Background: an optimization exercise with open tools, aiming at small area and a short achievable clock period. Do not read the settings as production practice.
Power and IR drop assume default switching activity.

==> flow/design.v <==
package battlePkg;
    typedef logic [9:0]  pixelCoord_t;   
    typedef logic [3:0]  tileIdx_t;      
    typedef logic [1:0]  tileCode_t;     
    typedef logic [11:0] rgb_t;          
    typedef struct packed {
        pixelCoord_t x;                  
        pixelCoord_t y;                  
        logic        active;             
        logic        hsync;              
        logic        vsync;              
    } rasterPos_t;
    typedef struct packed {
        logic      board;                
        tileIdx_t  row;
        tileIdx_t  col;
        tileCode_t code;
    } tileWrite_t;
    typedef struct packed {
        logic       enable;
        tileIdx_t   row;                 
        tileIdx_t   col;                 
        logic       vertical;            
        logic [2:0] len;                 
    } ghostCfg_t;
endpackage
`timescale 1ns/10ps
module battleVideoTop (
    input  logic                  clk,
    input  logic                  rstN,
    input  battlePkg::tileWrite_t tileWr,
    input  logic                  tileWrValid,
    output logic                  tileWrReady,
    input  battlePkg::ghostCfg_t  ghostCfg,
    output battlePkg::rgb_t       rgb,
    output logic                  hsync,
    output logic                  vsync
);
    logic [9:0] hCnt, vCnt;               
    logic [9:0] hNext, vNext;             
    always_comb begin
        if (!rstN) begin
            hNext = 10'd0;
            vNext = 10'd0;
        end else if (hCnt == 10'((640 + 16 + 96 + 48) - 1)) begin
            hNext = 10'd0;
            vNext = (vCnt == 10'((480 + 10 + 2 + 33) - 1)) ? 10'd0 : vCnt + 10'd1;
        end else begin
            hNext = hCnt + 10'd1;
            vNext = vCnt;
        end
    end
    logic hAct, vAct;                     
    logic lineEnd, hActNext, vActNext;
    assign hAct     = hCnt < 10'(640);
    assign vAct     = vCnt < 10'(480);
    assign lineEnd  = hCnt == 10'((640 + 16 + 96 + 48) - 1);
    assign hActNext = lineEnd || (hAct && (hCnt != 10'(640 - 1)));
    assign vActNext = lineEnd ? ((vCnt == 10'((480 + 10 + 2 + 33) - 1)) ||
                                 (vAct && (vCnt != 10'(480 - 1))))
                              : vAct;
    logic        readyQ;                  
    logic        activeQ;                 
    logic [15:0] rowSel;                  
    always_ff @(posedge clk) begin
        hCnt    <= hNext;
        vCnt    <= vNext;
        readyQ  <= rstN && !(hActNext && vActNext);
        activeQ <= !rstN || (hActNext && vActNext);
        rowSel  <= 16'd1 << vNext[7:4];
    end
    assign tileWrReady = readyQ;
    logic active, onBoard0, inUs, atOrigin, hsync0, vsync0;
    assign active   = hAct && vAct;
    assign onBoard0 = (hCnt < 10'(256 + (16 << 4))) && (vCnt < 10'((16 << 4)));
    assign inUs     = (hCnt < 10'((16 << 4))) && (vCnt < 10'((16 << 4)));
    assign atOrigin = (hCnt == 10'd0) && (vCnt == 10'd0);
    assign hsync0   = !((hCnt >= 10'(640 + 16)) &&
                        (hCnt <  10'(640 + 16 + 96)));
    assign vsync0   = !((vCnt >= 10'(480 + 10)) &&
                        (vCnt <  10'(480 + 10 + 2)));
    logic [511:0][1:0] store;
    logic        wrAcc;
    logic [31:0] wrRow;                   
    logic [15:0] wrCol;                   
    assign wrAcc = tileWrValid && !activeQ;
    assign wrRow = wrAcc ? (32'd1 << {tileWr.board, tileWr.row}) : 32'd0;
    assign wrCol = 16'd1 << tileWr.col;
    for (genvar w = 0; w < 512; w++) begin : gWord
        always_ff @(posedge clk) begin
            if (wrRow[w / 16] && wrCol[w % 16]) begin
                store[w] <= tileWr.code;
            end
        end
    end
    logic [3:0]  grpSel;                  
    logic [7:0][1:0] pick;
    logic [7:0][1:0] lineA;
    logic [2:0]  colB;
    assign grpSel = 4'd1 << {hCnt[8], hCnt[7]};
    always_comb begin
        pick = '0;
        for (int b = 0; b < 2; b++) begin
            for (int r = 0; r < 16; r++) begin
                for (int c3 = 0; c3 < 2; c3++) begin
                    for (int k = 0; k < 8; k++) begin
                        pick[k] = pick[k] | ({2{rowSel[r] && grpSel[b * 2 + c3]}} &
                                             store[b * 256 + r * 16 + c3 * 8 + k]);
                    end
                end
            end
        end
    end
    always_ff @(posedge clk) begin
        lineA <= pick;
        colB  <= hCnt[6:4];
    end
    logic       gEn;                      
    logic       gVert;                    
    logic [3:0] gCross;                   
    logic [3:0] gStart;                   
    logic [4:0] gEnd;                     
    logic       hitOrigin;
    logic [3:0] along, across;
    logic       ghostHit;
    always_ff @(posedge clk) begin
        if (!rstN) begin
            gEn    <= 1'b0;              
            gVert  <= 1'b0;
            gCross <= 4'd0;
            gStart <= 4'd0;
            gEnd   <= 5'd0;
        end else if (atOrigin) begin
            gEn    <= ghostCfg.enable;
            gVert  <= ghostCfg.vertical;
            gCross <= ghostCfg.vertical ? ghostCfg.col : ghostCfg.row;
            gStart <= ghostCfg.vertical ? ghostCfg.row : ghostCfg.col;
            gEnd   <= (ghostCfg.vertical ? {1'b0, ghostCfg.row} : {1'b0, ghostCfg.col})
                      + {2'b00, ghostCfg.len};
        end
    end
    assign hitOrigin = ghostCfg.enable && (ghostCfg.row == 4'd0) &&
                       (ghostCfg.col == 4'd0) && (ghostCfg.len != 3'd0);
    assign along  = gVert ? vCnt[7:4] : hCnt[7:4];
    assign across = gVert ? hCnt[7:4] : vCnt[7:4];
    always_ff @(posedge clk) begin
        if (!rstN) begin
            ghostHit <= 1'b0;
        end else if (atOrigin) begin
            ghostHit <= hitOrigin;
        end else begin
            ghostHit <= gEn && inUs && (across == gCross) &&
                        (along >= gStart) && ({1'b0, along} < gEnd);
        end
    end
    logic onBoard, actD, hsD, vsD;
    always_ff @(posedge clk) begin
        if (!rstN) begin
            onBoard <= 1'b0;
        end else begin
            onBoard <= onBoard0;
        end
    end
    always_ff @(posedge clk) begin
        actD <= active;
        hsD  <= hsync0;
        vsD  <= vsync0;
    end
    logic [1:0]      tileCode;
    battlePkg::rgb_t tileColor;
    battlePkg::rgb_t pixColor;
    assign tileCode = lineA[colB];
    always_comb begin
        case (tileCode)
            2'd1: tileColor = 12'h888;
            2'd2:  tileColor = 12'hF00;
            2'd3: tileColor = 12'hFFF;
            default:   tileColor = 12'h028;
        endcase
    end
    always_comb begin
        if (!actD) begin
            pixColor = 12'h000;
        end else if (ghostHit) begin
            pixColor = 12'h0F0;
        end else if (onBoard) begin
            pixColor = tileColor;
        end else begin
            pixColor = 12'h222;
        end
    end
    always_ff @(posedge clk) begin
        if (!rstN) begin
            rgb   <= 12'h000;
            hsync <= 1'b1;
            vsync <= 1'b1;
        end else begin
            rgb   <= pixColor;
            hsync <= hsD;
            vsync <= vsD;
        end
    end
endmodule
Settings: LEC_CHECK=0, CAP_MARGIN=20, CORE_MARGIN=2, CORE_UTILIZATION=40, SETUP_SLACK_MARGIN=2.8, SLEW_MARGIN=20; clock period 5.0 ns.
run.sh (not shown) runs the stock make flow with config.mk's settings and CLKGATE_MAP_FILE= SYNTH_SCRIPT=/design/flow/synth_recipe.tcl, a recipe that flattens the netlist after the stock synthesis.
Change:
--- a/flow/design.v
+++ b/flow/design.v
@@ -51,26 +51,15 @@
         end
     end
-    logic hAct, vAct;                     
-    logic lineEnd, hActNext, vActNext;
-    assign hAct     = hCnt < 10'(640);
-    assign vAct     = vCnt < 10'(480);
-    assign lineEnd  = hCnt == 10'((640 + 16 + 96 + 48) - 1);
-    assign hActNext = lineEnd || (hAct && (hCnt != 10'(640 - 1)));
-    assign vActNext = lineEnd ? ((vCnt == 10'((480 + 10 + 2 + 33) - 1)) ||
-                                 (vAct && (vCnt != 10'(480 - 1))))
-                              : vAct;
-    logic        readyQ;                  
-    logic        activeQ;                 
+    logic       readyQ;                   
     logic [15:0] rowSel;                  
     always_ff @(posedge clk) begin
-        hCnt    <= hNext;
-        vCnt    <= vNext;
-        readyQ  <= rstN && !(hActNext && vActNext);
-        activeQ <= !rstN || (hActNext && vActNext);
-        rowSel  <= 16'd1 << vNext[7:4];
+        hCnt   <= hNext;
+        vCnt   <= vNext;
+        readyQ <= !((hNext < 10'(640)) && (vNext < 10'(480)));
+        rowSel <= 16'd1 << vNext[7:4];
     end
     assign tileWrReady = readyQ;
     logic active, onBoard0, inUs, atOrigin, hsync0, vsync0;
-    assign active   = hAct && vAct;
+    assign active   = (hCnt < 10'(640)) && (vCnt < 10'(480));
     assign onBoard0 = (hCnt < 10'(256 + (16 << 4))) && (vCnt < 10'((16 << 4)));
     assign inUs     = (hCnt < 10'((16 << 4))) && (vCnt < 10'((16 << 4)));
@@ -84,5 +73,5 @@
     logic [31:0] wrRow;                   
     logic [15:0] wrCol;                   
-    assign wrAcc = tileWrValid && !activeQ;
+    assign wrAcc = tileWrValid && readyQ;
     assign wrRow = wrAcc ? (32'd1 << {tileWr.board, tileWr.row}) : 32'd0;
     assign wrCol = 16'd1 << tileWr.col;
Effect: Worst setup slack loses 0.016 ns. Via count goes down by about 4.7%. Combinational power goes up by about 70%. Routed wire length is lower by 6.7%. Core utilization came out higher by 0.22 points. Clock-buffer cell count grows by 20. Die area drops by about 1.2%. Synthesized area went down by 1.3%. Non-clock buffer count came out lower by 21. Total power went up by 1.5%. Global-route usage decreases by 1.1 points.
No run of this note included a check of the RTL's function; only the layout flow was run.

[port drivers added, routing unchanged]
No port has a modelled driver above. Below, the same layouts with a new extraction and two added sets of constraints. Step 1: set_driving_cell puts a clkbuf_16 on clk and a buf_2 on each other input, an assumption about the parent block. Step 2, shift: input delay + t, output delay - t, t = (earliest + latest rising clock arrival at the registers) / 2. This alone moves slack from input paths to output paths. a / b / c = ideal / step 1 / step 2; a / b = the first two.
run | t (ns) | setup slack, ns | slew at the worst register clock pin (ns) | worst slew at a driven data input, ns
the first run | 0.766 | 2.709 / 2.709 / 2.017 | 0.07 / 0.07 | 0.07
the second run | 0.768 | 2.693 / 2.693 / 2.143 | 0.07 / 0.07 | 0.13
After both steps setup and hold are still met in every run listed. The setup slack of the first run, which loses most, moves by 0.000 ns with the drivers and by -0.692 ns with both steps.
